What follows belongs to an exercise in optimizing a design on an open flow for a short achievable clock period and few clock cycles per item; a production flow would make more cautious choices.
Where RTL was checked, it was by simulation tests only, not by an equivalence proof against the original.
No driver is modelled on the clock port, so clock power and skew are understated where the tree is cut down; a real chip needs a root buffer or a tree.

==> run M: inputs <==
// script_lexer
module script_lexer (
  input  logic        clk,
  input  logic        rst_n,
  input  logic        in_valid,
  output logic        in_stall,
  input  logic [8:0]  in_data,    
  output logic        out_valid,
  input  logic        out_stall,
  output logic [54:0] out_data    
);
  logic        rst_q;
  logic        f_valid, f_eoi;
  logic [65:0] f_cls;
  logic [15:0] f_pos, f_pos1;
  always_ff @(posedge clk) rst_q <= rst_n;
  sl_front u_front (
    .clk(clk), .rst_n(rst_n), .rst_q(rst_q),
    .in_valid(in_valid), .in_stall(in_stall), .in_data(in_data),
    .f_valid(f_valid), .f_eoi(f_eoi), .f_cls(f_cls), .f_pos(f_pos), .f_pos1(f_pos1)
  );
  sl_back u_back (
    .clk(clk), .rst_n(rst_n), .rst_q(rst_q),
    .f_valid(f_valid), .f_eoi(f_eoi), .f_cls(f_cls), .f_pos(f_pos), .f_pos1(f_pos1),
    .in_stall(in_stall),
    .out_valid(out_valid), .out_stall(out_stall), .out_data(out_data)
  );
endmodule
Settings: LEC_CHECK=0, ABC_CLOCK_PERIOD_IN_PS=1800, CAP_MARGIN=20, CORE_MARGIN=2, CORE_UTILIZATION=40, CTS_CLUSTER_DIAMETER=100, CTS_CLUSTER_SIZE=30, PLACE_DENSITY=0.6, SETUP_SLACK_MARGIN=4.0, SLEW_MARGIN=20; clock period 6.0 ns.
run.sh (not shown) runs the stock make flow with config.mk's settings and CLKGATE_MAP_FILE= SYNTH_SCRIPT=/design/flow/synth_recipe.tcl, a recipe that flattens the netlist after the stock synthesis.
==> run Z: changes against run M <==
- CTS_CLUSTER_DIAMETER: 100 -> default
- CTS_CLUSTER_SIZE: 30 -> default
==> comparison <==
Run M completed without violations. Run Z passed the timing, design-rule and antenna checks. In run M the core utilization is lower than in run Z, by 2.0 points. Against run Z, the wire length of run M is smaller by 0.79%. Against run Z, the sequential share of layout area of run M is higher by 2.3 points. In sequential cell count, run Z and run M do not differ. Global-route usage: run M is lower than run Z (0.14 points). Between run M and run Z, the lower cell area is in run M (gap about 4%, measured against run Z).
No functional check of the RTL was part of any run of this note.

========
==> inputs of amber <==
script_lexer, a different RTL version from the one above (not shown whole).
Settings: LEC_CHECK=0, ABC_CLOCK_PERIOD_IN_PS=1800, CAP_MARGIN=20, CORE_MARGIN=2, CORE_UTILIZATION=65, PLACE_DENSITY=0.75, SETUP_SLACK_MARGIN=4.0, SLEW_MARGIN=20; clock period 6.0 ns.
standard.sh (not shown) runs the stock make flow with config.mk's settings and CLKGATE_MAP_FILE= SYNTH_SCRIPT=/design/flow/synth_recipe.tcl, a recipe that flattens the netlist after the stock synthesis.
==> flow/flow/run.sh <==
#!/bin/bash
# Standard ORFS layout, except that clock tree synthesis is replaced by a hand-built
# two-level tree (flow/manual_cts.tcl, sourced by ORFS cts.tcl through PRE_CTS_TCL):
# the clock port drives a few root buffers, each root drives leaf buffers, and each leaf
# drives an equal-size group of nearby flip-flops (recursive median bisection). Every
# flip-flop gets the same structure. Before that, each output port's buffer is moved
# 60% of the way toward the flip-flop that drives it.
set -uo pipefail
here=$(pwd)
export PRE_CTS_TCL=$here/flow/manual_cts.tcl
export MCTS_LEAF_LEVELS=${MCTS_LEAF_LEVELS:-5}
export MCTS_PULL_OUT=1
export MCTS_PULL_FRAC=0.6
export MCTS_MOVE_BUF=1
bash standard.sh > standard.log 2>&1
rc=$?
# keep each step's own log next to the run
mkdir -p step_logs
cp orfs/logs/*/*/*/*.log step_logs/ 2>/dev/null || true
exit $rc
==> flow/flow/manual_cts.tcl <==
# Clock tree built by hand in place of TritonCTS: the clock port drives a few root
# buffers, each root drives leaf buffers, each leaf drives a cluster of nearby
# flip-flops (recursive bisection of their placed positions into equal groups).
# Two buffers on every path.
# Sourced by ORFS cts.tcl as PRE_CTS_TCL; it replaces clock_tree_synthesis.

proc mcts_kmeans {pts k iters} {
  # pts: list of {x y}; returns list of cluster index per point
  set n [llength $pts]
  set cx {}; set cy {}
  # seed: points sorted along a serpentine order, evenly spaced
  set sorted [lsort -real -index 0 $pts]
  for {set c 0} {$c < $k} {incr c} {
    set p [lindex $sorted [expr {int(($c + 0.5) * $n / $k)}]]
    lappend cx [lindex $p 0]; lappend cy [lindex $p 1]
  }
  set asg [lrepeat $n 0]
  for {set it 0} {$it < $iters} {incr it} {
    set i 0
    foreach p $pts {
      set px [lindex $p 0]; set py [lindex $p 1]
      set best 0; set bd 1e30
      for {set c 0} {$c < $k} {incr c} {
        set d [expr {abs($px - [lindex $cx $c]) + abs($py - [lindex $cy $c])}]
        if {$d < $bd} { set bd $d; set best $c }
      }
      lset asg $i $best
      incr i
    }
    set sx [lrepeat $k 0.0]; set sy [lrepeat $k 0.0]; set sn [lrepeat $k 0]
    set i 0
    foreach p $pts {
      set c [lindex $asg $i]
      lset sx $c [expr {[lindex $sx $c] + [lindex $p 0]}]
      lset sy $c [expr {[lindex $sy $c] + [lindex $p 1]}]
      lset sn $c [expr {[lindex $sn $c] + 1}]
      incr i
    }
    for {set c 0} {$c < $k} {incr c} {
      if {[lindex $sn $c] > 0} {
        lset cx $c [expr {[lindex $sx $c] / [lindex $sn $c]}]
        lset cy $c [expr {[lindex $sy $c] / [lindex $sn $c]}]
      }
    }
  }
  return [list $asg $cx $cy]
}

proc mcts_place {inst x y} {
  set m [$inst getMaster]
  $inst setLocation [expr {int($x - [$m getWidth] / 2)}] [expr {int($y - [$m getHeight] / 2)}]
  $inst setPlacementStatus PLACED
}

if {[info commands mcts_orig_cts] eq ""} {
  rename clock_tree_synthesis mcts_orig_cts
}

# Recursive bisection at the median along the wider side: 2^levels equal groups
proc mcts_bisect {items levels} {
  # items: list of {x y payload}
  if {$levels == 0 || [llength $items] < 2} { return [list $items] }
  set xs [lsort -real [lmap it $items {lindex $it 0}]]
  set ys [lsort -real [lmap it $items {lindex $it 1}]]
  set idx [expr {([lindex $xs end] - [lindex $xs 0]) >= ([lindex $ys end] - [lindex $ys 0]) ? 0 : 1}]
  set sorted [lsort -real -index $idx $items]
  set h [expr {[llength $sorted] / 2}]
  return [concat [mcts_bisect [lrange $sorted 0 [expr {$h - 1}]] [expr {$levels - 1}]] \
                 [mcts_bisect [lrange $sorted $h end] [expr {$levels - 1}]]]
}

proc mcts_centroid {items} {
  set sx 0.0; set sy 0.0
  foreach it $items { set sx [expr {$sx + [lindex $it 0]}]; set sy [expr {$sy + [lindex $it 1]}] }
  set n [llength $items]
  return [list [expr {$sx / $n}] [expr {$sy / $n}]]
}

# Move each flip-flop that drives an output port's buffer toward that buffer, or with
# MCTS_MOVE_BUF the buffer toward the flip-flop (MCTS_PULL_FRAC of the way)
proc mcts_pull_outputs {block} {
  set n 0
  foreach bt [$block getBTerms] {
    if {[$bt getIoType] ne "OUTPUT"} { continue }
    set net [$bt getNet]
    if {$net eq "NULL"} { continue }
    foreach it [$net getITerms] {
      if {![$it isOutputSignal]} { continue }
      set buf [$it getInst]
      set a [$buf findITerm A]
      if {$a eq "NULL"} { continue }
      set an [$a getNet]
      foreach dit [$an getITerms] {
        if {![$dit isOutputSignal]} { continue }
        set ff [$dit getInst]
        if {![string match "*df*" [[$ff getMaster] getName]]} { continue }
        set f [expr {[info exists ::env(MCTS_PULL_FRAC)] ? $::env(MCTS_PULL_FRAC) : 1.0}]
        set bb [$buf getBBox]
        set fb [$ff getBBox]
        set bx [expr {([$bb xMin] + [$bb xMax]) / 2.0}]; set by [expr {([$bb yMin] + [$bb yMax]) / 2.0}]
        set fx [expr {([$fb xMin] + [$fb xMax]) / 2.0}]; set fy [expr {([$fb yMin] + [$fb yMax]) / 2.0}]
        if {[info exists ::env(MCTS_MOVE_BUF)] && $::env(MCTS_MOVE_BUF)} {
          mcts_place $buf [expr {$bx + $f * ($fx - $bx)}] [expr {$by + $f * ($fy - $by)}]
        } else {
          mcts_place $ff [expr {$fx + $f * ($bx - $fx)}] [expr {$fy + $f * ($by - $fy)}]
        }
        incr n
      }
    }
  }
  puts "MCTS: moved $n output flip-flops next to their port buffers"
}

proc clock_tree_synthesis {args} {
  if {[info exists ::env(MCTS_PULL_OUT)] && $::env(MCTS_PULL_OUT)} {
    mcts_pull_outputs [ord::get_db_block]
  }
  set leaf_levels [expr {[info exists ::env(MCTS_LEAF_LEVELS)] ? $::env(MCTS_LEAF_LEVELS) : 5}]
  set root_levels 2
  set db [ord::get_db]
  set block [ord::get_db_block]
  set buf [$db findMaster sky130_fd_sc_hd__clkbuf_16]
  set clknet [$block findNet clk]
  set items {}
  foreach it [$clknet getITerms] {
    set bb [[$it getInst] getBBox]
    lappend items [list [expr {([$bb xMin] + [$bb xMax]) / 2.0}] [expr {([$bb yMin] + [$bb yMax]) / 2.0}] $it]
  }
  puts "MCTS: [llength $items] sinks, [expr {1 << $leaf_levels}] leaf buffers, [expr {1 << $root_levels}] roots"
  set r 0
  set c 0
  foreach rgroup [mcts_bisect $items $root_levels] {
    set ri [odb::dbInst_create $block $buf "clkbuf_root_${r}_clk"]
    set rn [odb::dbNet_create $block "clknet_root_${r}_clk"]
    $rn setSigType CLOCK
    [$ri findITerm X] connect $rn
    [$ri findITerm A] connect $clknet
    set lcs {}
    foreach lgroup [mcts_bisect $rgroup [expr {$leaf_levels - $root_levels}]] {
      set li [odb::dbInst_create $block $buf "clkbuf_leaf_${c}_clk"]
      set ln [odb::dbNet_create $block "clknet_leaf_${c}_clk"]
      $ln setSigType CLOCK
      [$li findITerm X] connect $ln
      [$li findITerm A] connect $rn
      foreach it $lgroup {
        set t [lindex $it 2]
        $t disconnect
        $t connect $ln
      }
      set lc [mcts_centroid $lgroup]
      mcts_place $li [lindex $lc 0] [lindex $lc 1]
      lappend lcs $lc
      puts "MCTS: leaf $c root $r sinks [llength $lgroup]"
      incr c
    }
    set rc [mcts_centroid $lcs]
    mcts_place $ri [lindex $rc 0] [lindex $rc 1]
    incr r
  }
  $clknet setSigType CLOCK
  global_connect
  puts "MCTS: done"
}
==> inputs of ember, as changes to amber <==
==> flow/flow/run.sh (replaced) <==
#!/bin/bash
# Standard ORFS layout, except that clock tree synthesis is replaced by a hand-built
# two-level tree (flow/manual_cts.tcl, sourced by ORFS cts.tcl through PRE_CTS_TCL):
# the clock port drives a few root buffers, each root drives leaf buffers, and each leaf
# drives an equal-size group of nearby flip-flops (recursive median bisection). Every flip-flop gets the same structure.
set -uo pipefail
here=$(pwd)
export PRE_CTS_TCL=$here/flow/manual_cts.tcl
export MCTS_LEAF_LEVELS=${MCTS_LEAF_LEVELS:-5}
bash standard.sh > standard.log 2>&1
rc=$?
# keep each step's own log next to the run
mkdir -p step_logs
cp orfs/logs/*/*/*/*.log step_logs/ 2>/dev/null || true
exit $rc
--- a/flow/flow/manual_cts.tcl
+++ b/flow/flow/manual_cts.tcl
@@ -76,45 +76,7 @@
   return [list [expr {$sx / $n}] [expr {$sy / $n}]]
 }
 
-# Move each flip-flop that drives an output port's buffer toward that buffer, or with
-# MCTS_MOVE_BUF the buffer toward the flip-flop (MCTS_PULL_FRAC of the way)
-proc mcts_pull_outputs {block} {
-  set n 0
-  foreach bt [$block getBTerms] {
-    if {[$bt getIoType] ne "OUTPUT"} { continue }
-    set net [$bt getNet]
-    if {$net eq "NULL"} { continue }
-    foreach it [$net getITerms] {
-      if {![$it isOutputSignal]} { continue }
-      set buf [$it getInst]
-      set a [$buf findITerm A]
-      if {$a eq "NULL"} { continue }
-      set an [$a getNet]
-      foreach dit [$an getITerms] {
-        if {![$dit isOutputSignal]} { continue }
-        set ff [$dit getInst]
-        if {![string match "*df*" [[$ff getMaster] getName]]} { continue }
-        set f [expr {[info exists ::env(MCTS_PULL_FRAC)] ? $::env(MCTS_PULL_FRAC) : 1.0}]
-        set bb [$buf getBBox]
-        set fb [$ff getBBox]
-        set bx [expr {([$bb xMin] + [$bb xMax]) / 2.0}]; set by [expr {([$bb yMin] + [$bb yMax]) / 2.0}]
-        set fx [expr {([$fb xMin] + [$fb xMax]) / 2.0}]; set fy [expr {([$fb yMin] + [$fb yMax]) / 2.0}]
-        if {[info exists ::env(MCTS_MOVE_BUF)] && $::env(MCTS_MOVE_BUF)} {
-          mcts_place $buf [expr {$bx + $f * ($fx - $bx)}] [expr {$by + $f * ($fy - $by)}]
-        } else {
-          mcts_place $ff [expr {$fx + $f * ($bx - $fx)}] [expr {$fy + $f * ($by - $fy)}]
-        }
-        incr n
-      }
-    }
-  }
-  puts "MCTS: moved $n output flip-flops next to their port buffers"
-}
-
 proc clock_tree_synthesis {args} {
-  if {[info exists ::env(MCTS_PULL_OUT)] && $::env(MCTS_PULL_OUT)} {
-    mcts_pull_outputs [ord::get_db_block]
-  }
   set leaf_levels [expr {[info exists ::env(MCTS_LEAF_LEVELS)] ? $::env(MCTS_LEAF_LEVELS) : 5}]
   set root_levels 2
   set db [ord::get_db]
--- a/flow/config.mk
+++ b/flow/config.mk
@@ -5,10 +5,10 @@
 export SDC_FILE = /design/flow/constraint.sdc
 export NUM_CORES = 4
 export LEC_CHECK = 0
-export ABC_CLOCK_PERIOD_IN_PS = 1800
+export ABC_CLOCK_PERIOD_IN_PS = 1500
 export CAP_MARGIN = 20
 export CORE_MARGIN = 2
 export CORE_UTILIZATION = 65
 export PLACE_DENSITY = 0.75
-export SETUP_SLACK_MARGIN = 4.0
+export SETUP_SLACK_MARGIN = 4.3
 export SLEW_MARGIN = 20
==> comparison <==
amber passed the timing, design-rule and antenna checks. ember ended with an error in global routing (5_1_grt). Area after synthesis is the same in ember and amber. Synthesized cell count is the same in ember and amber.
==> figures <==
metric	amber	ember
Result of the run	timing/DRC/antenna clean	did not finish
Stage where the flow stopped	-	global routing (5_1_grt)
Placed inst area	39400 um2	39700 um2
Number of buffers inserted to repair setup after CTS	59	208
Setup WS pre-CTS	2.38 ns	2.47 ns
Post-DP HPWL	59500 um	60900 um
Average size of a mapped cell	10.7 um2	10.7 um2
Count of buffers inserted at the top-level ports	69	69
Number of placed cells counting well taps	4075	4068
Sequential share of the synthesized area	0.620	0.620
I/O pins	70	70
Number of gates resized after cts	276	1017
Die Wd	245 um	245 um
Placer's final routability congestion estimate	0.901	0.911
Testbench counts of amber, summed over its fixed seeds: cycles 27,451, bytes 27,403.
Testbench counts of ember, summed over its fixed seeds: cycles 27,451, bytes 27,403.
The clock cells of amber come from the design's own scripts or RTL, not from TritonCTS.

==> port drivers added, routing unchanged <==
Ports are ideal in the flow. The routed layouts listed here were re-timed in OpenROAD. Step 1, drivers: a clkbuf_16 drives clk and a buf_2 each remaining input, both assumed. Step 2 also shifts input and output timing later by t, the mid clock arrival at the registers, as if the neighbouring blocks saw the same clock. a / b / c = ideal / step 1 / step 2; a / b = the first two.
run | t, ns | setup slack, ns | hold WS [ns] | worst setup path after step 2 | pins driven straight from the clock port
run M | 0.738 | 3.566 / 3.497 / 3.284 | 0.321 / 0.321 / 0.321 | input to register | 1
run Z | 0.761 | 3.555 / 3.492 / 3.256 | 0.326 / 0.326 / 0.326 | input to register | 1
amber | 0.534 | 3.878 / 3.737 / 3.459 | 0.332 / 0.332 / 0.332 | input to register | 4
After both steps setup and hold are still met in every run listed. For amber, which loses most, drivers alone change the setup slack by -0.141 ns; drivers and shift together by -0.419 ns.
